From an optimization exercise on the open Yosys and OpenROAD flow, aimed at small area; shortcuts taken in it are not production practice.
In this exercise RTL edits were held to simulation tests only and were not proved equivalent to the original.
The flow treats the clock pin as an ideal source. Dropping or thinning the clock tree relies on that and would not hold on a real chip.
Power figures rest on the tool's default switching activity, not on a simulated workload.

==> inputs of job 2279 <==
## codec2_frame_encoder
module codec2_frame_encoder
(
	input  logic clk,
	input  logic rst,
	input  logic start,
	input  logic [10*16-1:0] lsp_in,
	input  logic voiced_first,
	input  logic voiced_second,
	input  frame_pkg::woe_index_t woe_index,
	output frame_pkg::frame_bits_t encoded_bits,
	output logic done_frame
);
==> flow/config.mk <==
export PLATFORM = sky130hd
export DESIGN_NAME = codec2_frame_encoder
export DESIGN_NICKNAME = codec2_frame_encoder
export VERILOG_FILES = /design/flow/design.v
export SDC_FILE = /design/flow/constraint.sdc
export NUM_CORES = 4
export LEC_CHECK = 0
export CAP_MARGIN = 20
export CORE_MARGIN = 2
export CORE_UTILIZATION = 40
export SLEW_MARGIN = 20
==> flow/constraint.sdc <==
create_clock -name core_clock -period 8.0 [get_ports {clk}]
set_input_delay 1.6000 -clock core_clock [delete_from_list [all_inputs] [get_ports {clk}]]
set_output_delay 1.6000 -clock core_clock [all_outputs]
set_load 0.01 [all_outputs]
standard.sh (not shown) runs the stock make flow with config.mk's settings and CLKGATE_MAP_FILE= SYNTH_SCRIPT=/design/flow/synth_recipe.tcl, a recipe that flattens the netlist after the stock synthesis.
==> flow/flow/run.sh <==
#!/bin/bash
# Layout: the standard flow (standard.sh), with these changes to how the
# layout is made:
#  - synthesis maps the logic with an area-oriented ABC script
#    (flow/abc_map.script) in place of ORFS's delay-oriented one, and leaves
#    half/full adders to ABC instead of extracting them into adder cells
#    first; the rest of the standard synthesis script is unchanged, so the
#    registers are the standard synthesis's;
#  - every input and output port still gets its own buffer, made from the
#    smallest buffer cell (sky130_fd_sc_hd__buf_1);
#  - clock tree synthesis builds its tree from sky130_fd_sc_hd__clkbuf_8 and
#    adds no dummy loads.
# Each step's full output goes to a log file of its own in this folder.
set -euo pipefail
here=$(pwd)
rm -rf "$here/scripts_area"
cp -r "$FLOW_HOME/scripts" "$here/scripts_area"
cp "$here/flow/abc_map.script" "$here/scripts_area/abc_speed.script"
export BUFFER_PORTS_ARGS="-buffer_cell sky130_fd_sc_hd__buf_1"
export CTS_ARGS="-sink_clustering_enable -repair_clock_nets -buf_list sky130_fd_sc_hd__clkbuf_8 -dont_use_dummy_load"
SCRIPTS_DIR="$here/scripts_area" ADDER_MAP_FILE= bash standard.sh synth > "$here/synth.log" 2>&1
bash standard.sh > "$here/layout.log" 2>&1
==> flow/flow/abc_map.script <==
strash
&get -n
&dch -f
&nf -R 1000 -p -C 32
&put
strash
&get -n
&dch -f
&nf -R 1000 -p -C 32
&put
==> inputs of job 4744, as changes to job 2279 <==
--- a/flow/flow/run.sh
+++ b/flow/flow/run.sh
@@ -10,13 +10,28 @@
 #    smallest buffer cell (sky130_fd_sc_hd__buf_1);
-#  - clock tree synthesis builds its tree from sky130_fd_sc_hd__clkbuf_8 and
-#    adds no dummy loads.
+#  - the clock step (ORFS's cts.tcl, otherwise unchanged) distributes the
+#    clock through CLK_GROUPS buffers of type CLK_BUF, each driving the clock
+#    pins of one group of nearby flip-flops (flow/clock_buffer.tcl), instead
+#    of TritonCTS's H-tree; every register has one buffer on its clock path.
 # Each step's full output goes to a log file of its own in this folder.
 set -euo pipefail
+CLK_GROUPS=2
+CLK_BUF=sky130_fd_sc_hd__clkbuf_16
 here=$(pwd)
-rm -rf "$here/scripts_area"
+rm -rf "$here/scripts_area" "$here/scripts_clock"
 cp -r "$FLOW_HOME/scripts" "$here/scripts_area"
 cp "$here/flow/abc_map.script" "$here/scripts_area/abc_speed.script"
+cp -r "$FLOW_HOME/scripts" "$here/scripts_clock"
+python3 - "$here/scripts_clock/cts.tcl" "$here/flow/clock_buffer.tcl" "$CLK_GROUPS" "$CLK_BUF" <<'PY'
+import sys
+p, proc, groups, buf = sys.argv[1:5]
+s = open(p).read()
+old = 'log_cmd clock_tree_synthesis {*}$cts_args'
+assert s.count(old) == 1
+s = s.replace(old, f'source {proc}\nbench_clock_buffer {groups} {buf}')
+open(p, 'w').write(s)
+PY
 export BUFFER_PORTS_ARGS="-buffer_cell sky130_fd_sc_hd__buf_1"
-export CTS_ARGS="-sink_clustering_enable -repair_clock_nets -buf_list sky130_fd_sc_hd__clkbuf_8 -dont_use_dummy_load"
 SCRIPTS_DIR="$here/scripts_area" ADDER_MAP_FILE= bash standard.sh synth > "$here/synth.log" 2>&1
+bash standard.sh floorplan place > "$here/place.log" 2>&1
+SCRIPTS_DIR="$here/scripts_clock" bash standard.sh cts > "$here/cts.log" 2>&1
 bash standard.sh > "$here/layout.log" 2>&1
==> flow/flow/clock_buffer.tcl (new file) <==
# Clock distribution used in place of TritonCTS's tree: the flip-flops are
# split into FLOW_CLK_GROUPS groups by position (k-means on their
# centres), each group gets one FLOW_CLK_BUF buffer at its centre that
# drives all of the group's clock pins, and the clock port drives only those
# buffers. Every register sees one buffer between the port and its clock pin.
proc my_clock_buffer { groups bufcell } {
  set block [ord::get_db_block]
  set clk [$block findNet clk]
  set master [[ord::get_db] findMaster $bufcell]
  set sinks [$clk getITerms]
  set pts {}
  foreach it $sinks {
    set bb [[$it getInst] getBBox]
    lappend pts [list [expr { ([$bb xMin] + [$bb xMax]) / 2.0 }] [expr { ([$bb yMin] + [$bb yMax]) / 2.0 }]]
  }
  set n [llength $pts]
  # initial centres: spread along the sorted x order
  set order [lsort -real -index 0 $pts]
  set cs {}
  for { set k 0 } { $k < $groups } { incr k } {
    lappend cs [lindex $order [expr { int(($k + 0.5) * $n / $groups) }]]
  }
  for { set iter 0 } { $iter < 50 } { incr iter } {
    set asg {}
    foreach p $pts {
      set best 0
      set bd 1e30
      for { set k 0 } { $k < $groups } { incr k } {
        set c [lindex $cs $k]
        set d [expr { abs([lindex $p 0] - [lindex $c 0]) + abs([lindex $p 1] - [lindex $c 1]) }]
        if { $d < $bd } { set bd $d; set best $k }
      }
      lappend asg $best
    }
    set ncs {}
    for { set k 0 } { $k < $groups } { incr k } {
      set sx 0.0; set sy 0.0; set m 0
      foreach p $pts a $asg {
        if { $a == $k } { set sx [expr { $sx + [lindex $p 0] }]; set sy [expr { $sy + [lindex $p 1] }]; incr m }
      }
      if { $m > 0 } { lappend ncs [list [expr { $sx / $m }] [expr { $sy / $m }]] } else { lappend ncs [lindex $cs $k] }
    }
    set cs $ncs
  }
  for { set k 0 } { $k < $groups } { incr k } {
    set inst [odb::dbInst_create $block $master clkbuf_$k]
    set net [odb::dbNet_create $block clknet_$k]
    $net setSigType CLOCK
    set m 0
    foreach it $sinks a $asg {
      if { $a == $k } { $it disconnect; $it connect $net; incr m }
    }
    [$inst findITerm A] connect $clk
    [$inst findITerm X] connect $net
    set c [lindex $cs $k]
    $inst setLocation [expr { int([lindex $c 0]) }] [expr { int([lindex $c 1]) }]
    $inst setPlacementStatus PLACED
    puts "my_clock_buffer: clkbuf_$k ($bufcell) drives $m clock pins"
  }
}
==> comparison <==
Register-to-register slack is about the same in job 2279 and job 4744.
Between job 4744 and job 2279, the lower global-route usage is in job 4744 (gap 0.46 points).
In job 4744 the clock skew is lower than in job 2279, by 3.3 ps.
Between job 2279 and job 4744, the lower routed wire length is in job 4744 (gap about 0.56%, measured against job 4744).
Final cell count: job 4744 is lower than job 2279 (0.33%).
Of job 2279 and job 4744, job 2279 has the higher maximum frequency (gap about 2.8%, measured against job 4744).
Synthesized cell count is the same in job 2279 and job 4744.
In die area, job 4744 and job 2279 do not differ.
==> figures <==
Status: job 4744 no timing/DRC/antenna violations; job 2279 no timing/DRC/antenna violations
Clock power frac: job 4744 0.172; job 2279 0.196
Share of the core filled with cells: job 4744 0.519; job 2279 0.520
Final routed wirelength across all metal layers: job 4744 12,400 um; job 2279 12,500 um
Routed metal-1 wirelength: job 4744 5300 um; job 2279 5360 um
Global-route usage over all layers: job 4744 0.218; job 2279 0.223
Internal: job 4744 409 uW; job 2279 419 uW
Number of DRC violations after detailed-routing iteration 0: job 4744 269; job 2279 261
Vias per inst: job 4744 5.52; job 2279 5.49
Amount of wire on met2 after detailed routing: job 4744 6100 um; job 2279 6090 um
Share of power burned in combinational logic: job 4744 0.390; job 2279 0.379
Routed wire length on met3: job 4744 835 um; job 2279 813 um
Worst-case hold slack: job 4744 480 ps; job 2279 475 ps
Final worst setup slack: job 4744 3070 ps; job 2279 3200 ps
Power Clock: job 4744 110 uW; job 2279 128 uW
Minimum setup slack among reg-to-reg paths: job 4744 5680 ps; job 2279 5690 ps
Net switching power: job 4744 228 uW; job 2279 237 uW
The clock cells of job 4744 come from the design's own scripts or RTL, not from TritonCTS.

port drivers added, routing unchanged:
The flow's constraints put no driver on any port. The routed layouts listed below were extracted and timed again, unchanged, in two steps. Step 1 assumes that a clkbuf_16 drives the clock port and a buf_2 every other input. Step 2 adds t to the input delays and takes it off the output delays; t is the mean of the earliest and latest rising clock arrival at the registers after step 1. Input paths then give back, and output paths get back, about the clock's delay inside the block. a / b / c = no drivers / after step 1 / after step 2; a / b = the first two.
| run | t (ns) | slack for setup (ns) | hold slack, ns | worst setup path at the end | pins driven straight from the clock port |
|---|---|---|---|---|---|
| job 2279 | 0.312 | 3.203 / 3.212 / 2.900 | 0.475 / 0.475 / 0.475 | input to register | 1 |
| job 4744 | 0.205 | 3.071 / 3.098 / 2.893 | 0.480 / 0.480 / 0.480 | input to register | 2 |
After both steps every run listed still meets setup and hold. For job 2279, which loses most, drivers alone change the setup slack by +0.009 ns; drivers and shift together by -0.303 ns.
